Background: an optimization exercise with open tools, aiming at small area and a short achievable clock period. Do not read the settings as production practice.
The RTL was checked by simulation tests, not by an equivalence proof against the original design.
Power is estimated from default activity; no workload was simulated.

Setup of rev 12:
==> flow/design.v <==
package dctPkg;
  localparam int SAMPLE_W = 8;
  localparam int STAGE_W  = 10;
  localparam int COL_W    = 12;
  localparam int OUT_W    = 14;
endpackage
module coefRom #(
  parameter int N = 0
) (
  input  logic [2:0]        k,
  output logic signed [9:0] coef
);
  always_comb begin
    case (N)
      0: begin
        case (k)
          3'd0: coef =  10'sd181;
          3'd1: coef =  10'sd251;
          3'd2: coef =  10'sd237;
          3'd3: coef =  10'sd213;
          3'd4: coef =  10'sd181;
          3'd5: coef =  10'sd142;
          3'd6: coef =  10'sd98;
          3'd7: coef =  10'sd50;
          default: coef = '0;
        endcase
      end
      1: begin
        case (k)
          3'd0: coef =  10'sd181;
          3'd1: coef =  10'sd213;
          3'd2: coef =  10'sd98;
          3'd3: coef = -10'sd50;
          3'd4: coef = -10'sd181;
          3'd5: coef = -10'sd251;
          3'd6: coef = -10'sd237;
          3'd7: coef = -10'sd142;
          default: coef = '0;
        endcase
      end
      2: begin
        case (k)
          3'd0: coef =  10'sd181;
          3'd1: coef =  10'sd142;
          3'd2: coef = -10'sd98;
          3'd3: coef = -10'sd251;
          3'd4: coef = -10'sd181;
          3'd5: coef =  10'sd50;
          3'd6: coef =  10'sd237;
          3'd7: coef =  10'sd213;
          default: coef = '0;
        endcase
      end
      3: begin
        case (k)
          3'd0: coef =  10'sd181;
          3'd1: coef =  10'sd50;
          3'd2: coef = -10'sd237;
          3'd3: coef = -10'sd142;
          3'd4: coef =  10'sd181;
          3'd5: coef =  10'sd213;
          3'd6: coef = -10'sd98;
          3'd7: coef = -10'sd251;
          default: coef = '0;
        endcase
      end
      default: coef = '0;
    endcase
  end
endmodule
module dctPass #(
  parameter int IN_W  = 8,
  parameter int OUT_W = 10,
  parameter bit GAPS  = 1,
  parameter bit OUT_REG = 1
) (
  input  logic                    clk,
  input  logic                    rst_n,
  input  logic signed [IN_W-1:0]  inData,
  input  logic                    inValid,
  output logic signed [OUT_W-1:0] outData,
  output logic                    outValid,
  output logic                    outSoon
);
  localparam int E_W   = IN_W + 1;    
  localparam int W     = OUT_W + 9;
  logic signed [IN_W-1:0]   lineBuf [7];
  logic signed [IN_W-1:0]   hold    [8];
  logic [2:0]               inCnt;
  logic                     groupDone;
  logic                     emit;
  logic [2:0]               kCnt;
  logic                     v1, v2, v3;
  logic [OUT_W-1:0]         hiS [4];
  logic [OUT_W-1:0]         hiC [4];
  logic [3:0]               cy;
  logic [OUT_W-1:0]         a1, b1, a2, b2, a3, b3, a4, b4, a5, b5, a6, b6;
  logic [OUT_W-1:0]         sumS, sumC;
  assign groupDone = inValid && (inCnt == 3'd7);
  always_ff @(posedge clk or negedge rst_n) begin
    if (!rst_n) begin
      inCnt <= '0;
    end else if (inValid) begin
      inCnt <= inCnt + 3'd1;
    end
  end
  always_ff @(posedge clk) begin
    if (inValid || !GAPS) begin
      lineBuf[0] <= inData;
      for (int i = 1; i < 7; i++) lineBuf[i] <= lineBuf[i-1];
    end
  end
  always_ff @(posedge clk) begin
    if (groupDone) begin
      for (int n = 0; n < 7; n++) hold[n] <= lineBuf[6-n];
      hold[7] <= inData;
    end
  end
  always_ff @(posedge clk or negedge rst_n) begin
    if (!rst_n) begin
      emit     <= 1'b0;
      kCnt     <= '0;
      v1       <= 1'b0;
      v2       <= 1'b0;
      v3       <= 1'b0;
      outValid <= 1'b0;
    end else begin
      if (groupDone) begin
        emit <= 1'b1;
        kCnt <= '0;
      end else if (emit) begin
        kCnt <= kCnt + 3'd1;
        if (kCnt == 3'd7) emit <= 1'b0;
      end
      v1       <= emit;
      v2       <= v1;
      v3       <= v2;
      outValid <= OUT_REG ? v3 : v2;
    end
  end
  for (genvar n = 0; n < 4; n++) begin : g_lane
    logic signed [9:0]     coef;
    logic signed [E_W-1:0] opReg;
    logic [4:0]            one, ng;
    logic [3:0]            two;
    logic [W-1:0]          kRow;
    logic [E_W:0]          m [4];
    logic [E_W:0]          u [4];
    logic [E_W-1:0]        m4, u4;
    logic [W-1:0]          r [5];
    logic [W-1:0]          s1, c1, s2, c2, s3, c3, sRow, cRow;
    logic [W-1:0]          csS, csC;
    logic [9:0]            low;
    coefRom #(.N(n)) rom (.k(kCnt), .coef(coef));
    always_ff @(posedge clk) begin
      opReg <= kCnt[0] ? E_W'(hold[n]) - E_W'(hold[7-n])
                       : E_W'(hold[n]) + E_W'(hold[7-n]);
      for (int i = 0; i < 5; i++) begin
        one[i] <= coef[2*i] ^ (i == 0 ? 1'b0 : coef[2*i-1]);
        ng[i]  <= coef[2*i+1] & ~(coef[2*i] & (i == 0 ? 1'b0 : coef[2*i-1]));
      end
      for (int i = 0; i < 4; i++) begin
        two[i] <= (coef[2*i+1] & ~coef[2*i] & (i == 0 ? 1'b1 : ~coef[2*i-1])) |
                  (~coef[2*i+1] & coef[2*i] & (i == 0 ? 1'b0 : coef[2*i-1]));
      end
      kRow <= W'(256) - W'(1 << E_W) - W'(1 << (E_W + 2)) - W'(1 << (E_W + 4))
              - W'(1 << (E_W + 6)) - W'(1 << (E_W + 7))
              + W'(coef[9] & ~coef[7]) * W'(256);
    end
    always_comb begin
      for (int i = 0; i < 4; i++) begin
        m[i] = ((one[i] ? (E_W+1)'(opReg) : '0) | (two[i] ? {opReg, 1'b0} : '0))
               ^ {(E_W+1){ng[i]}};
        u[i] = {~m[i][E_W], m[i][E_W-1:0]};
      end
      m4 = (one[4] ? opReg : '0) ^ {E_W{ng[4]}};
      u4 = {~m4[E_W-1], m4[E_W-2:0]};
      r[0] = W'(u[0]);
      r[1] = (W'(u[1]) << 2) | W'(ng[0]);
      r[2] = (W'(u[2]) << 4) | (W'(ng[1]) << 2);
      r[3] = (W'(u[3]) << 6) | (W'(ng[2]) << 4);
      r[4] = (W'(u4)   << 8) | (W'(ng[3]) << 6);
      s1   = r[0] ^ r[1] ^ r[2];
      c1   = ((r[0] & r[1]) | (r[0] & r[2]) | (r[1] & r[2])) << 1;
      s2   = r[3] ^ r[4] ^ kRow;
      c2   = ((r[3] & r[4]) | (r[3] & kRow) | (r[4] & kRow)) << 1;
      s3   = s1 ^ c1 ^ s2;
      c3   = ((s1 & c1) | (s1 & s2) | (c1 & s2)) << 1;
      sRow = s3 ^ c3 ^ c2;
      cRow = ((s3 & c3) | (s3 & c2) | (c3 & c2)) << 1;
    end
    always_ff @(posedge clk) begin
      csS <= sRow;
      csC <= cRow;
    end
    assign low    = {1'b0, csS[8:0]} + {1'b0, csC[8:0]};
    assign cy[n]  = low[9];
    assign hiS[n] = csS[W-1:9];
    assign hiC[n] = csC[W-1:9];
  end
  always_comb begin
    a1 = hiS[0] ^ hiC[0] ^ hiS[1];
    b1 = (((hiS[0] & hiC[0]) | (hiS[0] & hiS[1]) | (hiC[0] & hiS[1])) << 1) | OUT_W'(cy[0]);
    a2 = hiC[1] ^ hiS[2] ^ hiC[2];
    b2 = (((hiC[1] & hiS[2]) | (hiC[1] & hiC[2]) | (hiS[2] & hiC[2])) << 1) | OUT_W'(cy[1]);
    a3 = a1 ^ b1 ^ a2;
    b3 = (((a1 & b1) | (a1 & a2) | (b1 & a2)) << 1) | OUT_W'(cy[2]);
    a4 = b2 ^ hiS[3] ^ hiC[3];
    b4 = (((b2 & hiS[3]) | (b2 & hiC[3]) | (hiS[3] & hiC[3])) << 1) | OUT_W'(cy[3]);
    a5 = a3 ^ b3 ^ a4;
    b5 = ((a3 & b3) | (a3 & a4) | (b3 & a4)) << 1;
    a6 = a5 ^ b5 ^ b4;
    b6 = ((a5 & b5) | (a5 & b4) | (b5 & b4)) << 1;
  end
  always_ff @(posedge clk) begin
    sumS <= a6;
    sumC <= b6;
  end
  if (OUT_REG) begin : g_outReg
    always_ff @(posedge clk) begin
      outData <= sumS + sumC;
    end
    assign outSoon = v3;
  end else begin : g_outComb
    assign outData = sumS + sumC;
    assign outSoon = v2;
  end
endmodule
module transposeBuffer #(
  parameter int W = 10
) (
  input  logic                clk,
  input  logic                rst_n,
  input  logic                wrSoon,
  input  logic signed [W-1:0] wrData,
  output logic signed [W-1:0] rdData,
  output logic                rdValid
);
  logic signed [W-1:0] mem [64];
  logic [5:0]          wrPtr;
  logic                wrPar;
  logic [5:0]          wrAddr;
  logic                wrEn;
  logic                wrLast;
  logic [7:0]          wrHi, wrLo;
  logic [5:0]          rdPtr;
  logic                rdPar;
  logic                rdActive;
  logic [5:0]          rdAddr;
  logic                rdEn;
  logic [7:0]          rdHi, rdLo;
  logic [W-1:0]        rdOr;
  assign wrAddr = wrPar ? {wrPtr[2:0], wrPtr[5:3]} : wrPtr;
  always_comb begin
    logic [5:0] step;
    logic       par;
    if (wrLast) begin
      step = '0;
      par  = ~wrPar;
    end else begin
      step = rdPtr;
      par  = rdPar;
    end
    rdAddr = par ? step : {step[2:0], step[5:3]};
  end
  always_ff @(posedge clk or negedge rst_n) begin
    if (!rst_n) begin
      wrPtr    <= '0;
      wrPar    <= 1'b0;
      wrEn     <= 1'b0;
      wrLast   <= 1'b0;
      rdPtr    <= '0;
      rdPar    <= 1'b0;
      rdActive <= 1'b0;
      rdEn     <= 1'b0;
    end else begin
      wrEn   <= wrSoon;
      wrLast <= wrSoon && (wrPtr == 6'd63);
      if (wrSoon) begin
        wrPtr <= wrPtr + 6'd1;
        if (wrPtr == 6'd63) wrPar <= ~wrPar;
      end
      if (wrLast) begin
        rdActive <= 1'b1;
        rdPtr    <= 6'd1;
        rdPar    <= ~wrPar;
      end else if (rdActive) begin
        rdPtr <= rdPtr + 6'd1;
        if (rdPtr == 6'd0) rdActive <= 1'b0;
      end
      rdEn    <= wrLast || (rdActive && rdPtr != 6'd0);
    end
  end
  always_ff @(posedge clk) begin
    if (wrSoon) begin
      wrHi <= 8'b1 << wrAddr[5:3];
      wrLo <= 8'b1 << wrAddr[2:0];
    end
    rdHi <= 8'b1 << rdAddr[5:3];
    rdLo <= 8'b1 << rdAddr[2:0];
  end
  always_ff @(posedge clk) begin
    for (int a = 0; a < 8; a++) begin
      for (int b = 0; b < 8; b++) begin
        if (wrEn && wrHi[a] && wrLo[b]) mem[8*a+b] <= wrData;
      end
    end
  end
  always_comb begin
    rdOr = '0;
    for (int a = 0; a < 8; a++) begin
      for (int b = 0; b < 8; b++) begin
        rdOr = rdOr | ({W{rdHi[a] & rdLo[b]}} & mem[8*a+b]);
      end
    end
  end
  assign rdData  = rdOr;
  assign rdValid = rdEn;
endmodule
module dct2d (
  input  logic              clk,
  input  logic              rst_n,
  input  logic              x_valid,
  input  logic signed [7:0] x_data,
  output logic              y_valid,
  output logic signed [13:0] y_data
);
  logic                                xValid;
  logic signed [dctPkg::SAMPLE_W-1:0]  xData;
  logic signed [dctPkg::STAGE_W-1:0]   rowData;
  logic                                rowSoon;
  logic signed [dctPkg::STAGE_W-1:0]   colIn;
  logic                                colInValid;
  logic signed [dctPkg::COL_W-1:0]     colData;
  assign xValid = x_valid;
  assign xData  = x_data;
  dctPass #(
    .IN_W  (dctPkg::SAMPLE_W),
    .OUT_W (dctPkg::STAGE_W),
    .GAPS  (1'b1),
    .OUT_REG (1'b0)
  ) rowPass (
    .clk      (clk),
    .rst_n    (rst_n),
    .inData   (xData),
    .inValid  (xValid),
    .outData  (rowData),
    .outValid (),
    .outSoon  (rowSoon)
  );
  transposeBuffer #(
    .W (dctPkg::STAGE_W)
  ) tBuf (
    .clk     (clk),
    .rst_n   (rst_n),
    .wrSoon  (rowSoon),
    .wrData  (rowData),
    .rdData  (colIn),
    .rdValid (colInValid)
  );
  dctPass #(
    .IN_W  (dctPkg::STAGE_W),
    .OUT_W (dctPkg::COL_W),
    .GAPS  (1'b0),
    .OUT_REG (1'b1)
  ) colPass (
    .clk      (clk),
    .rst_n    (rst_n),
    .inData   (colIn),
    .inValid  (colInValid),
    .outData  (colData),
    .outValid (y_valid),
    .outSoon  ()
  );
  assign y_data = dctPkg::OUT_W'(colData);
endmodule
clock: 7.0 ns
lec_check: 0
abc_clock_period_in_ps: 2800
cap_margin: 20
core_margin: 2
core_utilization: 45
cts_cluster_diameter: 100
cts_cluster_size: 24
setup_slack_margin: 4.2
slew_margin: 20
run.sh (not shown) runs the stock make flow with config.mk's settings and CLKGATE_MAP_FILE= SYNTH_SCRIPT=/design/flow/synth_recipe.tcl, a recipe that flattens the netlist after the stock synthesis.
diff inputs: rev 12 => rev 13
--- a/flow/design.v
+++ b/flow/design.v
@@ -270,12 +270,13 @@
       wrEn     <= 1'b0;
       wrLast   <= 1'b0;
       rdPtr    <= '0;
       rdPar    <= 1'b0;
       rdActive <= 1'b0;
       rdEn     <= 1'b0;
+      rdValid  <= 1'b0;
     end else begin
       wrEn   <= wrSoon;
       wrLast <= wrSoon && (wrPtr == 6'd63);
       if (wrSoon) begin
         wrPtr <= wrPtr + 6'd1;
         if (wrPtr == 6'd63) wrPar <= ~wrPar;
@@ -286,12 +287,13 @@
         rdPar    <= ~wrPar;
       end else if (rdActive) begin
         rdPtr <= rdPtr + 6'd1;
         if (rdPtr == 6'd0) rdActive <= 1'b0;
       end
       rdEn    <= wrLast || (rdActive && rdPtr != 6'd0);
+      rdValid <= rdEn;
     end
   end
   always_ff @(posedge clk) begin
     if (wrSoon) begin
       wrHi <= 8'b1 << wrAddr[5:3];
       wrLo <= 8'b1 << wrAddr[2:0];
@@ -311,14 +313,15 @@
     for (int a = 0; a < 8; a++) begin
       for (int b = 0; b < 8; b++) begin
         rdOr = rdOr | ({W{rdHi[a] & rdLo[b]}} & mem[8*a+b]);
       end
     end
   end
-  assign rdData  = rdOr;
-  assign rdValid = rdEn;
+  always_ff @(posedge clk) begin
+    rdData <= rdOr;
+  end
 endmodule
 module dct2d (
   input  logic              clk,
   input  logic              rst_n,
   input  logic              x_valid,
   input  logic signed [7:0] x_data,
## What came out
Register count in rev 13 is higher than in rev 12. Compared to rev 12, rev 13 has fmax 1.7% lower. Rev 13 has met1 demand-to-capacity share in global routing below what rev 12 had. Cmp rev 13 vs rev 12: power consumption lower in rev 13. As far as synthesized netlist cell count is concerned, rev 12 and rev 13 perform about the same. There was hardly any difference in final worst hold slack between rev 12 and rev 13. Cell at the slowest stage of the critical path = dfxtp_2: rev 13; cell at the slowest stage of the critical path = a21oi_1: rev 12. Fraction of the cycle the final worst path needs: higher on rev 13. From rev 12 to rev 13 the numbers moved as follows: area growth from synthesis to layout dropped 0.18 points, area fraction in compound gates after synthesis closely matched the old numbers. Rev 13 reports its start point of the critical path as tBuf.rdHi[1] while rev 12 reports tBuf.rdLo[0].

-- separate check: timing with driven ports --
In the flow no input, the clock included, has a driving cell. The finished layouts below were timed again as built, in two steps. Step 1: set_driving_cell puts a clkbuf_16 on clk and a buf_2 on each other input, an assumption about the parent block. Step 2 adds t to the input delays and takes it off the output delays; t is the mean of the earliest and latest rising clock arrival at the registers after step 1. Input paths then give back, and output paths get back, about the clock's delay inside the block. Three values: no drivers, after step 1, after step 2; two values: the first two.
run | t (ns) | setup WS [ns] | worst slew at a driven data input, ns | pins driven straight from the clock port
rev 12 | 0.781 | 4.091 / 4.091 / 3.712 | 0.04 | 1
rev 13 | 0.781 | 4.040 / 4.040 / 3.694 | 0.04 | 1
After both steps every run listed still meets setup and hold. The setup slack of rev 12, which loses most, moves by 0.000 ns with the drivers and by -0.379 ns with both steps.
